Source: an optimization exercise on an open RTL-to-GDS flow (aim: small area and a short achievable clock period). Production flows keep margins and buffers that such runs may drop. Function was checked by simulation only, so behaviour that the tests miss may differ from the original. Power and IR drop assume default switching activity.

==> branch raven <==
// alu_imm_dq_mw
module alu_imm_dq_mw
#(
  parameter int ENTRIES = 8,
  parameter int DISPATCH_WAYS = 4,
  parameter int LAUNCH_WAYS = 2,
  parameter int OCC_W = $clog2(ENTRIES + 1)
) (
  input logic CLK,
  input logic RST,
  input  logic [DISPATCH_WAYS-1:0] dispatch_attempt_by_way,
  input  logic [DISPATCH_WAYS-1:0] dispatch_valid_by_way,
  input  logic [DISPATCH_WAYS*4-1:0] dispatch_op_by_way,
  input  logic [DISPATCH_WAYS*12-1:0] dispatch_imm12_by_way,
  input  logic [DISPATCH_WAYS*LOG_PR_COUNT-1:0] dispatch_A_PR_by_way,
  input  logic [DISPATCH_WAYS-1:0] dispatch_A_ready_by_way,
  input  logic [DISPATCH_WAYS-1:0] dispatch_A_is_zero_by_way,
  input  logic [DISPATCH_WAYS*LOG_PR_COUNT-1:0] dispatch_dest_PR_by_way,
  input  logic [DISPATCH_WAYS*LOG_ROB_ENTRIES-1:0] dispatch_ROB_index_by_way,
  output logic [DISPATCH_WAYS-1:0] dispatch_ack_by_way,
  input  logic [PRF_BANK_COUNT-1:0] WB_bus_valid_by_bank,
  input  logic [PRF_BANK_COUNT*UPPER_W-1:0] WB_bus_upper_PR_by_bank,
  input  logic kill_valid,
  input  logic [LOG_ROB_ENTRIES-1:0] kill_ROB_index,
  input  logic [LOG_ROB_ENTRIES-1:0] rob_head_index,
  output logic [LAUNCH_WAYS-1:0] iq_enq_valid,
  output logic [LAUNCH_WAYS*4-1:0] iq_enq_op,
  output logic [LAUNCH_WAYS*12-1:0] iq_enq_imm12,
  output logic [LAUNCH_WAYS*LOG_PR_COUNT-1:0] iq_enq_A_PR,
  output logic [LAUNCH_WAYS-1:0] iq_enq_A_ready,
  output logic [LAUNCH_WAYS-1:0] iq_enq_A_is_zero,
  output logic [LAUNCH_WAYS*LOG_PR_COUNT-1:0] iq_enq_dest_PR,
  output logic [LAUNCH_WAYS*LOG_ROB_ENTRIES-1:0] iq_enq_ROB_index,
  input  logic [LAUNCH_WAYS-1:0] iq_enq_ready,
  output logic [OCC_W-1:0] occupancy
);
export LEC_CHECK = 0
export CAP_MARGIN = 20
export CORE_MARGIN = 2
export CORE_UTILIZATION = 65
export SETUP_SLACK_MARGIN = 3.8
export SLEW_MARGIN = 20
create_clock -name core_clock -period 8.0 [get_ports {CLK}]
standard.sh (not shown) runs the stock make flow with config.mk's settings and CLKGATE_MAP_FILE= SYNTH_SCRIPT=/design/flow/synth_recipe.tcl, a recipe that flattens the netlist after the stock synthesis.
==> flow/flow/run.sh <==
#!/bin/bash
# Own layout flow: the standard ORFS flow (standard.sh) with two changes:
#  - the port buffers are buf_1 cells instead of the resizer's default pick;
#  - clock tree synthesis uses clkbuf_8/16 with larger sink clusters and no dummy loads.
# Every other step, including synthesis, is the standard flow.
set -euo pipefail
bash standard.sh \
  "BUFFER_PORTS_ARGS=-buffer_cell sky130_fd_sc_hd__buf_1" \
  "CTS_ARGS=-sink_clustering_enable -repair_clock_nets -dont_use_dummy_load -sink_clustering_size 25 -sink_clustering_max_diameter 80 -buf_list {sky130_fd_sc_hd__clkbuf_8 sky130_fd_sc_hd__clkbuf_16}" \
  finish > standard.log 2>&1
==> branch quartz: changes against branch raven <==
--- a/flow/config.mk
+++ b/flow/config.mk
@@ -4,9 +4,9 @@
 export VERILOG_FILES = /design/flow/design.v
 export SDC_FILE = /design/flow/constraint.sdc
 export NUM_CORES = 4
 export LEC_CHECK = 0
 export CAP_MARGIN = 20
 export CORE_MARGIN = 2
-export CORE_UTILIZATION = 65
+export CORE_UTILIZATION = 45
 export SETUP_SLACK_MARGIN = 3.8
 export SLEW_MARGIN = 20
==> branch ember: changes against branch raven <==
--- a/flow/design.v
+++ b/flow/design.v
@@ -70,13 +70,13 @@
   localparam int NB = 4;   
   logic [ENTRIES-1:0][ENTRY_W-1:0] ent_q;
   logic [ENTRIES-1:0] rdy_q, vs_q, vs_n, hd_q, hd_n, younger, we, rdy_cur, hd1, tl, therm;
   logic [DISPATCH_WAYS-1:0][ENTRY_W-1:0] disp;
   logic [DISPATCH_WAYS-1:0] disp_wake, room, ack, wr;
   logic [DISPATCH_WAYS-1:0][DISPATCH_WAYS-1:0] rank;   
-  logic [DISPATCH_WAYS:0] nw_gt;
+  logic [DISPATCH_WAYS:0] nw_gt;                       
   logic [NB-1:0][DISPATCH_WAYS-1:0] bsel;              
   logic [NB-1:0] tl4;
   logic [NB-1:0][ENTRY_W-1:0] bus;
   logic [OCC_W-1:0] occ;
   logic [LAUNCH_WAYS-1:0] launch;
   logic go, full;
@@ -119,37 +119,31 @@
     end
   end
   assign occ[3] = therm[7];
   assign occ[2] = therm[3] & ~therm[7];
   assign occ[1] = (therm[1] & ~therm[3]) | (therm[5] & ~therm[7]);
   assign occ[0] = (therm[0] & ~therm[1]) | (therm[2] & ~therm[3]) | (therm[4] & ~therm[5]) | (therm[6] & ~therm[7]);
-  function automatic logic at_least(input logic [DISPATCH_WAYS-1:0] v, input int n);
-    logic [DISPATCH_WAYS:0] ge;   
-    ge = '0;
-    ge[0] = 1'b1;
-    for (int i = 0; i < DISPATCH_WAYS; i++)
-      for (int m = DISPATCH_WAYS; m >= 1; m--) ge[m] = ge[m] | (ge[m-1] & v[i]);
-    at_least = n <= DISPATCH_WAYS ? ge[n] : 1'b0;
-  endfunction
   always_comb begin
-    logic [DISPATCH_WAYS-1:0] att_m, wr_m;   
+    logic [DISPATCH_WAYS:0] att_before, wr_before;   
     launch[0] = ~kill_valid & therm[0] & iq_enq_ready[0];
     launch[1] = launch[0] & therm[1] & iq_enq_ready[1];
+    att_before = 5'b00001;
+    wr_before = 5'b00001;
     for (int w = 0; w < DISPATCH_WAYS; w++) begin
-      att_m = dispatch_attempt_by_way & DISPATCH_WAYS'((1 << w) - 1);
-      room[w] = dispatch_attempt_by_way[w];
-      for (int n = 0; n <= w; n++) room[w] &= ~at_least(att_m, n) | ~therm[ENTRIES - 1 - n];
+      room[w] = 1'b0;
+      for (int n = 0; n <= w; n++) room[w] |= att_before[n] & ~therm[ENTRIES - 1 - n];
+      room[w] &= dispatch_attempt_by_way[w];
       ack[w] = room[w] & go;
       wr[w] = room[w] & dispatch_valid_by_way[w];
-    end
-    for (int w = 0; w < DISPATCH_WAYS; w++) begin
-      wr_m = wr & DISPATCH_WAYS'((1 << w) - 1);
-      for (int r = 0; r < DISPATCH_WAYS; r++)
-        rank[w][r] = wr[w] & at_least(wr_m, r) & ~at_least(wr_m, r + 1);
-    end
-    for (int r = 0; r <= DISPATCH_WAYS; r++) nw_gt[r] = at_least(wr, r + 1);
+      rank[w] = wr[w] ? wr_before[DISPATCH_WAYS-1:0] : '0;
+      if (dispatch_attempt_by_way[w]) att_before = att_before << 1;
+      if (wr[w]) wr_before = wr_before << 1;
+    end
+    nw_gt = '0;
+    for (int r = 0; r <= DISPATCH_WAYS; r++)
+      for (int n = r + 1; n <= DISPATCH_WAYS; n++) nw_gt[r] |= wr_before[n];
     for (int b = 0; b < NB; b++)
       for (int w = 0; w < DISPATCH_WAYS; w++) begin
         bsel[b][w] = 1'b0;
         for (int r = 0; r < DISPATCH_WAYS; r++) bsel[b][w] |= rank[w][r] & tl4[(b - r + NB) % NB];
       end
     for (int b = 0; b < NB; b++) begin
==> flow/config.mk (replaced) <==
export PLATFORM = sky130hd
export DESIGN_NAME = alu_imm_dq_mw
export DESIGN_NICKNAME = alu_imm_dq_mw
export VERILOG_FILES = /design/flow/design.v
export SDC_FILE = /design/flow/constraint.sdc
export NUM_CORES = 4
export LEC_CHECK = 0
export CAP_MARGIN = 20
export CORE_MARGIN = 2
export CORE_UTILIZATION = 30
export SETUP_SLACK_MARGIN = 3.7
export SLEW_MARGIN = 20
==> comparison <==
Die area: branch raven < branch quartz < branch ember.
In synthesized area, branch raven and branch quartz do not differ.
Core utilization, lowest first: branch ember, branch quartz, branch raven.
In combinational power, branch quartz and branch raven hardly differ.
Between branch raven and branch quartz, the lower clock skew is in branch quartz (gap 0.0070 ns).
Critical path depth is the same in branch raven and branch ember.

---

==> inputs of build 50 <==
==> flow/design.v <==
package alu_imm_dq_mw_pkg;
  localparam int LOG_PR_COUNT = 7;
  localparam int LOG_PRF_BANK_COUNT = 2;
  localparam int PRF_BANK_COUNT = 1 << LOG_PRF_BANK_COUNT;
  localparam int LOG_ROB_ENTRIES = 7;
  localparam int UPPER_W = LOG_PR_COUNT - LOG_PRF_BANK_COUNT;
  localparam int E_ROB = 0;
  localparam int E_DEST = E_ROB + LOG_ROB_ENTRIES;
  localparam int E_ZERO = E_DEST + LOG_PR_COUNT;
  localparam int E_RDY = E_ZERO + 1;
  localparam int E_APR = E_RDY + 1;
  localparam int E_IMM = E_APR + LOG_PR_COUNT;
  localparam int E_OP = E_IMM + 12;
  localparam int ENTRY_W = E_OP + 4;
endpackage
import alu_imm_dq_mw_pkg::*;
module rob_age_cmp
(
  input  logic [LOG_ROB_ENTRIES-1:0] idx,
  input  logic [LOG_ROB_ENTRIES-1:0] ref_idx,
  input  logic [LOG_ROB_ENTRIES-1:0] head,
  output logic younger_eq
);
  function automatic logic less(input logic [LOG_ROB_ENTRIES-1:0] a, input logic [LOG_ROB_ENTRIES-1:0] b);
    less = 1'b0;
    for (int i = 0; i < LOG_ROB_ENTRIES; i++) less = b[i] ? (~a[i] | less) : (~a[i] & less);
  endfunction
  logic ge_ref, lt_head, ref_wraps;
  assign ge_ref = ~less(idx, ref_idx);
  assign lt_head = less(idx, head);
  assign ref_wraps = ~less(ref_idx, head);
  assign younger_eq = ref_wraps ? (ge_ref | lt_head) : (ge_ref & lt_head);
endmodule
import alu_imm_dq_mw_pkg::*;
module alu_imm_dq_mw
#(
  parameter int ENTRIES = 8,
  parameter int DISPATCH_WAYS = 4,
  parameter int LAUNCH_WAYS = 2,
  parameter int OCC_W = $clog2(ENTRIES + 1)
) (
  input logic CLK,
  input logic RST,
  input  logic [DISPATCH_WAYS-1:0] dispatch_attempt_by_way,
  input  logic [DISPATCH_WAYS-1:0] dispatch_valid_by_way,
  input  logic [DISPATCH_WAYS*4-1:0] dispatch_op_by_way,
  input  logic [DISPATCH_WAYS*12-1:0] dispatch_imm12_by_way,
  input  logic [DISPATCH_WAYS*LOG_PR_COUNT-1:0] dispatch_A_PR_by_way,
  input  logic [DISPATCH_WAYS-1:0] dispatch_A_ready_by_way,
  input  logic [DISPATCH_WAYS-1:0] dispatch_A_is_zero_by_way,
  input  logic [DISPATCH_WAYS*LOG_PR_COUNT-1:0] dispatch_dest_PR_by_way,
  input  logic [DISPATCH_WAYS*LOG_ROB_ENTRIES-1:0] dispatch_ROB_index_by_way,
  output logic [DISPATCH_WAYS-1:0] dispatch_ack_by_way,
  input  logic [PRF_BANK_COUNT-1:0] WB_bus_valid_by_bank,
  input  logic [PRF_BANK_COUNT*UPPER_W-1:0] WB_bus_upper_PR_by_bank,
  input  logic kill_valid,
  input  logic [LOG_ROB_ENTRIES-1:0] kill_ROB_index,
  input  logic [LOG_ROB_ENTRIES-1:0] rob_head_index,
  output logic [LAUNCH_WAYS-1:0] iq_enq_valid,
  output logic [LAUNCH_WAYS*4-1:0] iq_enq_op,
  output logic [LAUNCH_WAYS*12-1:0] iq_enq_imm12,
  output logic [LAUNCH_WAYS*LOG_PR_COUNT-1:0] iq_enq_A_PR,
  output logic [LAUNCH_WAYS-1:0] iq_enq_A_ready,
  output logic [LAUNCH_WAYS-1:0] iq_enq_A_is_zero,
  output logic [LAUNCH_WAYS*LOG_PR_COUNT-1:0] iq_enq_dest_PR,
  output logic [LAUNCH_WAYS*LOG_ROB_ENTRIES-1:0] iq_enq_ROB_index,
  input  logic [LAUNCH_WAYS-1:0] iq_enq_ready,
  output logic [OCC_W-1:0] occupancy
);
  localparam int NB = 4;   
  logic [ENTRIES-1:0][ENTRY_W-1:0] ent_q;
  logic [ENTRIES-1:0] therm_q, therm_n, yrot, launched;
  logic [ENTRIES-1:0] rdy_q, vs_q, vs_n, hd_q, hd_n, younger, we, rdy_cur, hd1, tl, therm;
  logic [DISPATCH_WAYS-1:0][ENTRY_W-1:0] disp;
  logic [DISPATCH_WAYS-1:0] disp_wake, room, ack, wr;
  logic [DISPATCH_WAYS-1:0][DISPATCH_WAYS-1:0] rank;   
  logic [DISPATCH_WAYS:0] nw_gt, wr_cnt;
  logic [NB-1:0][DISPATCH_WAYS-1:0] bsel;              
  logic [NB-1:0] tl4;
  logic [NB-1:0][ENTRY_W-1:0] bus;
  logic [OCC_W-1:0] occ;
  logic [LAUNCH_WAYS-1:0] launch;
  logic go, full;
  assign go = ~RST & ~kill_valid;
  function automatic logic pr_match(input logic [LOG_PR_COUNT-1:0] p,
                                    input logic [PRF_BANK_COUNT-1:0] v,
                                    input logic [PRF_BANK_COUNT*UPPER_W-1:0] u);
    pr_match = v[p[1:0]] && u[p[1:0]*UPPER_W +: UPPER_W] == p[LOG_PR_COUNT-1:2];
  endfunction
  assign full = &vs_q;
  for (genvar i = 0; i < ENTRIES; i++) begin : g_ent
    rob_age_cmp u_age (
      .idx(ent_q[i][E_ROB +: LOG_ROB_ENTRIES]),
      .ref_idx(kill_ROB_index),
      .head(rob_head_index),
      .younger_eq(younger[i])
    );
    assign rdy_cur[i] = rdy_q[i] | pr_match(ent_q[i][E_APR +: LOG_PR_COUNT], WB_bus_valid_by_bank, WB_bus_upper_PR_by_bank);
    assign hd1[i] = hd_q[(i + ENTRIES - 1) % ENTRIES];
    assign tl[i] = (~vs_q[i] & vs_q[(i + ENTRIES - 1) % ENTRIES]) | (hd_q[i] & (~vs_q[i] | full));
    always_comb begin
      yrot[i] = 1'b0;
      for (int j = 0; j < ENTRIES; j++) yrot[i] |= hd_q[j] & younger[(j + i) % ENTRIES];
    end
  end
  for (genvar b = 0; b < NB; b++) begin : g_tl4
    assign tl4[b] = tl[b] | tl[b + NB];
  end
  for (genvar w = 0; w < DISPATCH_WAYS; w++) begin : g_disp
    assign disp_wake[w] = pr_match(dispatch_A_PR_by_way[w*LOG_PR_COUNT +: LOG_PR_COUNT], WB_bus_valid_by_bank, WB_bus_upper_PR_by_bank);
    always_comb begin
      disp[w] = '0;
      disp[w][E_OP +: 4] = dispatch_op_by_way[w*4 +: 4];
      disp[w][E_IMM +: 12] = dispatch_imm12_by_way[w*12 +: 12];
      disp[w][E_APR +: LOG_PR_COUNT] = dispatch_A_PR_by_way[w*LOG_PR_COUNT +: LOG_PR_COUNT];
      disp[w][E_RDY] = dispatch_A_ready_by_way[w] | disp_wake[w];
      disp[w][E_ZERO] = dispatch_A_is_zero_by_way[w];
      disp[w][E_DEST +: LOG_PR_COUNT] = dispatch_dest_PR_by_way[w*LOG_PR_COUNT +: LOG_PR_COUNT];
      disp[w][E_ROB +: LOG_ROB_ENTRIES] = dispatch_ROB_index_by_way[w*LOG_ROB_ENTRIES +: LOG_ROB_ENTRIES];
    end
  end
  assign therm = therm_q;
  assign occ[3] = therm[7];
  assign occ[2] = therm[3] & ~therm[7];
  assign occ[1] = (therm[1] & ~therm[3]) | (therm[5] & ~therm[7]);
  assign occ[0] = (therm[0] & ~therm[1]) | (therm[2] & ~therm[3]) | (therm[4] & ~therm[5]) | (therm[6] & ~therm[7]);
  function automatic logic at_least(input logic [DISPATCH_WAYS-1:0] v, input int n);
    logic [DISPATCH_WAYS:0] ge;   
    ge = '0;
    ge[0] = 1'b1;
    for (int i = 0; i < DISPATCH_WAYS; i++)
      for (int m = DISPATCH_WAYS; m >= 1; m--) ge[m] = ge[m] | (ge[m-1] & v[i]);
    at_least = n <= DISPATCH_WAYS ? ge[n] : 1'b0;
  endfunction
  always_comb begin
    logic [DISPATCH_WAYS-1:0] att_m, wr_m;   
    launch[0] = ~kill_valid & therm[0] & iq_enq_ready[0];
    launch[1] = launch[0] & therm[1] & iq_enq_ready[1];
    for (int w = 0; w < DISPATCH_WAYS; w++) begin
      att_m = dispatch_attempt_by_way & DISPATCH_WAYS'((1 << w) - 1);
      room[w] = dispatch_attempt_by_way[w];
      for (int n = 0; n <= w; n++) room[w] &= ~at_least(att_m, n) | ~therm[ENTRIES - 1 - n];
      ack[w] = room[w] & go;
      wr[w] = room[w] & dispatch_valid_by_way[w];
    end
    for (int w = 0; w < DISPATCH_WAYS; w++) begin
      wr_m = wr & DISPATCH_WAYS'((1 << w) - 1);
      for (int r = 0; r < DISPATCH_WAYS; r++)
        rank[w][r] = wr[w] & at_least(wr_m, r) & ~at_least(wr_m, r + 1);
    end
    for (int r = 0; r <= DISPATCH_WAYS; r++) nw_gt[r] = at_least(wr, r + 1);
    for (int n = 0; n <= DISPATCH_WAYS; n++) wr_cnt[n] = at_least(wr, n) & ~at_least(wr, n + 1);
    for (int b = 0; b < NB; b++)
      for (int w = 0; w < DISPATCH_WAYS; w++) begin
        bsel[b][w] = 1'b0;
        for (int r = 0; r < DISPATCH_WAYS; r++) bsel[b][w] |= rank[w][r] & tl4[(b - r + NB) % NB];
      end
    for (int b = 0; b < NB; b++) begin
      bus[b] = '0;
      for (int w = 0; w < DISPATCH_WAYS; w++) bus[b] |= {ENTRY_W{bsel[b][w]}} & disp[w];
    end
    for (int j = 0; j < ENTRIES; j++) begin
      we[j] = 1'b0;
      for (int r = 0; r < DISPATCH_WAYS; r++) we[j] |= nw_gt[r] & tl[(j - r + ENTRIES) % ENTRIES];
    end
    if (RST) vs_n = '0;
    else if (kill_valid) vs_n = vs_q & ~younger;
    else vs_n = (vs_q & ~(hd_q & {ENTRIES{launch[0]}}) & ~(hd1 & {ENTRIES{launch[1]}})) | we;
    for (int i = 0; i < ENTRIES; i++)
      launched[i] = launch[1] ? (i + 2 < ENTRIES && therm_q[(i + 2) % ENTRIES]) :
                    launch[0] ? (i + 1 < ENTRIES && therm_q[(i + 1) % ENTRIES]) : therm_q[i];
    for (int i = 0; i < ENTRIES; i++) begin
      therm_n[i] = 1'b0;
      for (int n = 0; n <= DISPATCH_WAYS; n++)
        if (wr_cnt[n]) therm_n[i] = i < n || launched[(i - n + ENTRIES) % ENTRIES];
    end
    if (RST) therm_n = '0;
    else if (kill_valid) therm_n = therm_q & ~yrot;
    if (RST) hd_n = ENTRIES'(1);
    else if (launch[1]) hd_n = {hd_q[ENTRIES-3:0], hd_q[ENTRIES-1:ENTRIES-2]};
    else if (launch[0]) hd_n = {hd_q[ENTRIES-2:0], hd_q[ENTRIES-1]};
    else hd_n = hd_q;
  end
  always_ff @(posedge CLK) begin
    vs_q <= vs_n;
    hd_q <= hd_n;
    therm_q <= therm_n;
    for (int j = 0; j < ENTRIES; j++) begin
      if (~vs_q[j]) ent_q[j] <= bus[j % NB];
      rdy_q[j] <= ~vs_q[j] ? bus[j % NB][E_RDY] : rdy_cur[j];
    end
  end
  logic [LAUNCH_WAYS-1:0][ENTRY_W-1:0] rd;
  logic [LAUNCH_WAYS-1:0] rd_rdy;
  always_comb begin
    rd = '0;
    rd_rdy = '0;
    for (int j = 0; j < ENTRIES; j++) begin
      rd[0] |= {ENTRY_W{hd_q[j]}} & ent_q[j];
      rd[1] |= {ENTRY_W{hd1[j]}} & ent_q[j];
      rd_rdy[0] |= hd_q[j] & rdy_q[j];
      rd_rdy[1] |= hd1[j] & rdy_q[j];
    end
  end
  assign dispatch_ack_by_way = ack;
  assign iq_enq_valid = launch & {LAUNCH_WAYS{~RST}};
  assign occupancy = occ;
  for (genvar k = 0; k < LAUNCH_WAYS; k++) begin : g_out
    assign iq_enq_op[k*4 +: 4] = rd[k][E_OP +: 4];
    assign iq_enq_imm12[k*12 +: 12] = rd[k][E_IMM +: 12];
    assign iq_enq_A_PR[k*LOG_PR_COUNT +: LOG_PR_COUNT] = rd[k][E_APR +: LOG_PR_COUNT];
    always_comb begin
      iq_enq_A_ready[k] = rd_rdy[k];
      for (int b = 0; b < PRF_BANK_COUNT; b++)
        iq_enq_A_ready[k] |= (rd[k][E_APR +: LOG_PRF_BANK_COUNT] == LOG_PRF_BANK_COUNT'(b)) & WB_bus_valid_by_bank[b] &
                             (WB_bus_upper_PR_by_bank[b*UPPER_W +: UPPER_W] == rd[k][E_APR + LOG_PRF_BANK_COUNT +: UPPER_W]);
    end
    assign iq_enq_A_is_zero[k] = rd[k][E_ZERO];
    assign iq_enq_dest_PR[k*LOG_PR_COUNT +: LOG_PR_COUNT] = rd[k][E_DEST +: LOG_PR_COUNT];
    assign iq_enq_ROB_index[k*LOG_ROB_ENTRIES +: LOG_ROB_ENTRIES] = rd[k][E_ROB +: LOG_ROB_ENTRIES];
  end
endmodule
==> flow/flow/run.sh <==
#!/bin/bash
# Own layout flow: the standard ORFS flow (standard.sh) with two changes:
#  - the port buffers are buf_1 cells instead of the resizer's default pick;
#  - clock tree synthesis uses clkbuf_8/16 with larger sink clusters and no dummy loads.
# Every other step, including synthesis, is the standard flow.
set -euo pipefail
bash standard.sh \
  "BUFFER_PORTS_ARGS=-buffer_cell sky130_fd_sc_hd__buf_1" \
  "CTS_ARGS=-sink_clustering_enable -repair_clock_nets -dont_use_dummy_load -sink_clustering_size 25 -sink_clustering_max_diameter 80 -buf_list {sky130_fd_sc_hd__clkbuf_8 sky130_fd_sc_hd__clkbuf_16}" \
  finish > standard.log 2>&1
==> flow/standard.sh <==
#!/bin/bash
# synth_recipe.tcl (not shown) runs the flow's synth.tcl, then flattens the netlist and writes it again
# the make line also repeats each setting of config.mk as NAME=value (left out here)
make -C /OpenROAD-flow-scripts/flow DESIGN_CONFIG=/design/flow/config.mk WORK_HOME=/design/flow/orfs CLKGATE_MAP_FILE= SYNTH_SCRIPT=/design/flow/synth_recipe.tcl "${@:-finish}"
==> flow/config.mk <==
export PLATFORM = sky130hd
export DESIGN_NAME = alu_imm_dq_mw
export DESIGN_NICKNAME = alu_imm_dq_mw
export VERILOG_FILES = /design/flow/design.v
export SDC_FILE = /design/flow/constraint.sdc
export NUM_CORES = 4
export LEC_CHECK = 0
export CAP_MARGIN = 20
export CORE_MARGIN = 2
export CORE_UTILIZATION = 65
export SETUP_SLACK_MARGIN = 3.8
export SLEW_MARGIN = 20
==> flow/constraint.sdc <==
create_clock -name core_clock -period 8.0 [get_ports {CLK}]
set_input_delay 1.6000 -clock core_clock [delete_from_list [all_inputs] [get_ports {CLK}]]
set_output_delay 1.6000 -clock core_clock [all_outputs]
set_load 0.01 [all_outputs]
==> build 26: changes against build 50 <==
--- a/flow/design.v
+++ b/flow/design.v
@@ -76,3 +76,3 @@
   logic [DISPATCH_WAYS-1:0][DISPATCH_WAYS-1:0] rank;   
-  logic [DISPATCH_WAYS:0] nw_gt, wr_cnt;
+  logic [DISPATCH_WAYS:0] nw_gt;                       
   logic [NB-1:0][DISPATCH_WAYS-1:0] bsel;              
@@ -126,28 +126,21 @@
   assign occ[0] = (therm[0] & ~therm[1]) | (therm[2] & ~therm[3]) | (therm[4] & ~therm[5]) | (therm[6] & ~therm[7]);
-  function automatic logic at_least(input logic [DISPATCH_WAYS-1:0] v, input int n);
-    logic [DISPATCH_WAYS:0] ge;   
-    ge = '0;
-    ge[0] = 1'b1;
-    for (int i = 0; i < DISPATCH_WAYS; i++)
-      for (int m = DISPATCH_WAYS; m >= 1; m--) ge[m] = ge[m] | (ge[m-1] & v[i]);
-    at_least = n <= DISPATCH_WAYS ? ge[n] : 1'b0;
-  endfunction
   always_comb begin
-    logic [DISPATCH_WAYS-1:0] att_m, wr_m;   
+    logic [DISPATCH_WAYS:0] att_before, wr_before;   
     launch[0] = ~kill_valid & therm[0] & iq_enq_ready[0];
     launch[1] = launch[0] & therm[1] & iq_enq_ready[1];
+    att_before = 5'b00001;
+    wr_before = 5'b00001;
     for (int w = 0; w < DISPATCH_WAYS; w++) begin
-      att_m = dispatch_attempt_by_way & DISPATCH_WAYS'((1 << w) - 1);
-      room[w] = dispatch_attempt_by_way[w];
-      for (int n = 0; n <= w; n++) room[w] &= ~at_least(att_m, n) | ~therm[ENTRIES - 1 - n];
+      room[w] = 1'b0;
+      for (int n = 0; n <= w; n++) room[w] |= att_before[n] & ~therm[ENTRIES - 1 - n];
+      room[w] &= dispatch_attempt_by_way[w];
       ack[w] = room[w] & go;
       wr[w] = room[w] & dispatch_valid_by_way[w];
-    end
-    for (int w = 0; w < DISPATCH_WAYS; w++) begin
-      wr_m = wr & DISPATCH_WAYS'((1 << w) - 1);
-      for (int r = 0; r < DISPATCH_WAYS; r++)
-        rank[w][r] = wr[w] & at_least(wr_m, r) & ~at_least(wr_m, r + 1);
-    end
-    for (int r = 0; r <= DISPATCH_WAYS; r++) nw_gt[r] = at_least(wr, r + 1);
-    for (int n = 0; n <= DISPATCH_WAYS; n++) wr_cnt[n] = at_least(wr, n) & ~at_least(wr, n + 1);
+      rank[w] = wr[w] ? wr_before[DISPATCH_WAYS-1:0] : '0;
+      if (dispatch_attempt_by_way[w]) att_before = att_before << 1;
+      if (wr[w]) wr_before = wr_before << 1;
+    end
+    nw_gt = '0;
+    for (int r = 0; r <= DISPATCH_WAYS; r++)
+      for (int n = r + 1; n <= DISPATCH_WAYS; n++) nw_gt[r] |= wr_before[n];
     for (int b = 0; b < NB; b++)
@@ -174,3 +167,3 @@
       for (int n = 0; n <= DISPATCH_WAYS; n++)
-        if (wr_cnt[n]) therm_n[i] = i < n || launched[(i - n + ENTRIES) % ENTRIES];
+        if (wr_before[n]) therm_n[i] = i < n || launched[(i - n + ENTRIES) % ENTRIES];
     end
--- a/flow/config.mk
+++ b/flow/config.mk
@@ -9,3 +9,3 @@
 export CORE_MARGIN = 2
-export CORE_UTILIZATION = 65
+export CORE_UTILIZATION = 30
 export SETUP_SLACK_MARGIN = 3.8
==> comparison <==
Between build 50 and build 26, the lower cell count is in build 50 (gap 17%, measured against build 26). Flip-flop and latch count is the same in build 26 and build 50. Of build 50 and build 26, build 50 has the higher fmax (gap 5.8%, measured against build 26). Of build 50 and build 26, build 26 has the higher cell area (gap 4.2%, measured against build 26). Of build 26 and build 50, build 26 has the higher non-clock buffer count (gap 31). Between build 26 and build 50, the lower clock skew is in build 26 (gap 0.028 ns). In build 26 the area after synthesis is lower than in build 50, by about 0.9%. Against build 26, the global-route usage of build 50 is higher by 25 points. Of build 26 and build 50, build 26 has the higher worst hold slack (gap 0.016 ns). Against build 26, the combinational power of build 50 is lower by about 7%.

[what the ideal ports hide]
The results above use ideal ports. As a check the final layouts listed here were re-extracted and re-timed, cells and wires unchanged.
Step 1 (the two cells are an assumption about what drives the block):
set clk [get_ports {CLK}]
set_driving_cell -lib_cell sky130_fd_sc_hd__clkbuf_16 $clk
set_driving_cell -lib_cell sky130_fd_sc_hd__buf_2 [delete_from_list [all_inputs] $clk]
Step 2 also shifts input and output timing later by t, the mid clock arrival at the registers, as if the neighbouring blocks saw the same clock.
a / b / c = no drivers / after step 1 / after step 2; a / b = the first two.
run | t (ns) | slack for setup (ns) | clock arrival spread, ns | worst slew at a driven data input, ns
branch raven | 0.573 | 3.789 / 3.757 / 3.376 | 0.065 / 0.065 | 0.14
branch quartz | 0.595 | 3.699 / 3.657 / 3.494 | 0.042 / 0.041 | 0.13
branch ember | 0.604 | 3.654 / 3.621 / 3.319 | 0.078 / 0.078 | 0.16
build 50 | 0.592 | 3.624 / 3.564 / 3.265 | 0.085 / 0.086 | 0.12
build 26 | 0.606 | 3.371 / 3.307 / 3.332 | 0.058 / 0.058 | 0.15
After both steps setup and hold are still met in every run listed. The setup slack of branch raven, which loses most, moves by -0.032 ns with the drivers and by -0.413 ns with both steps.
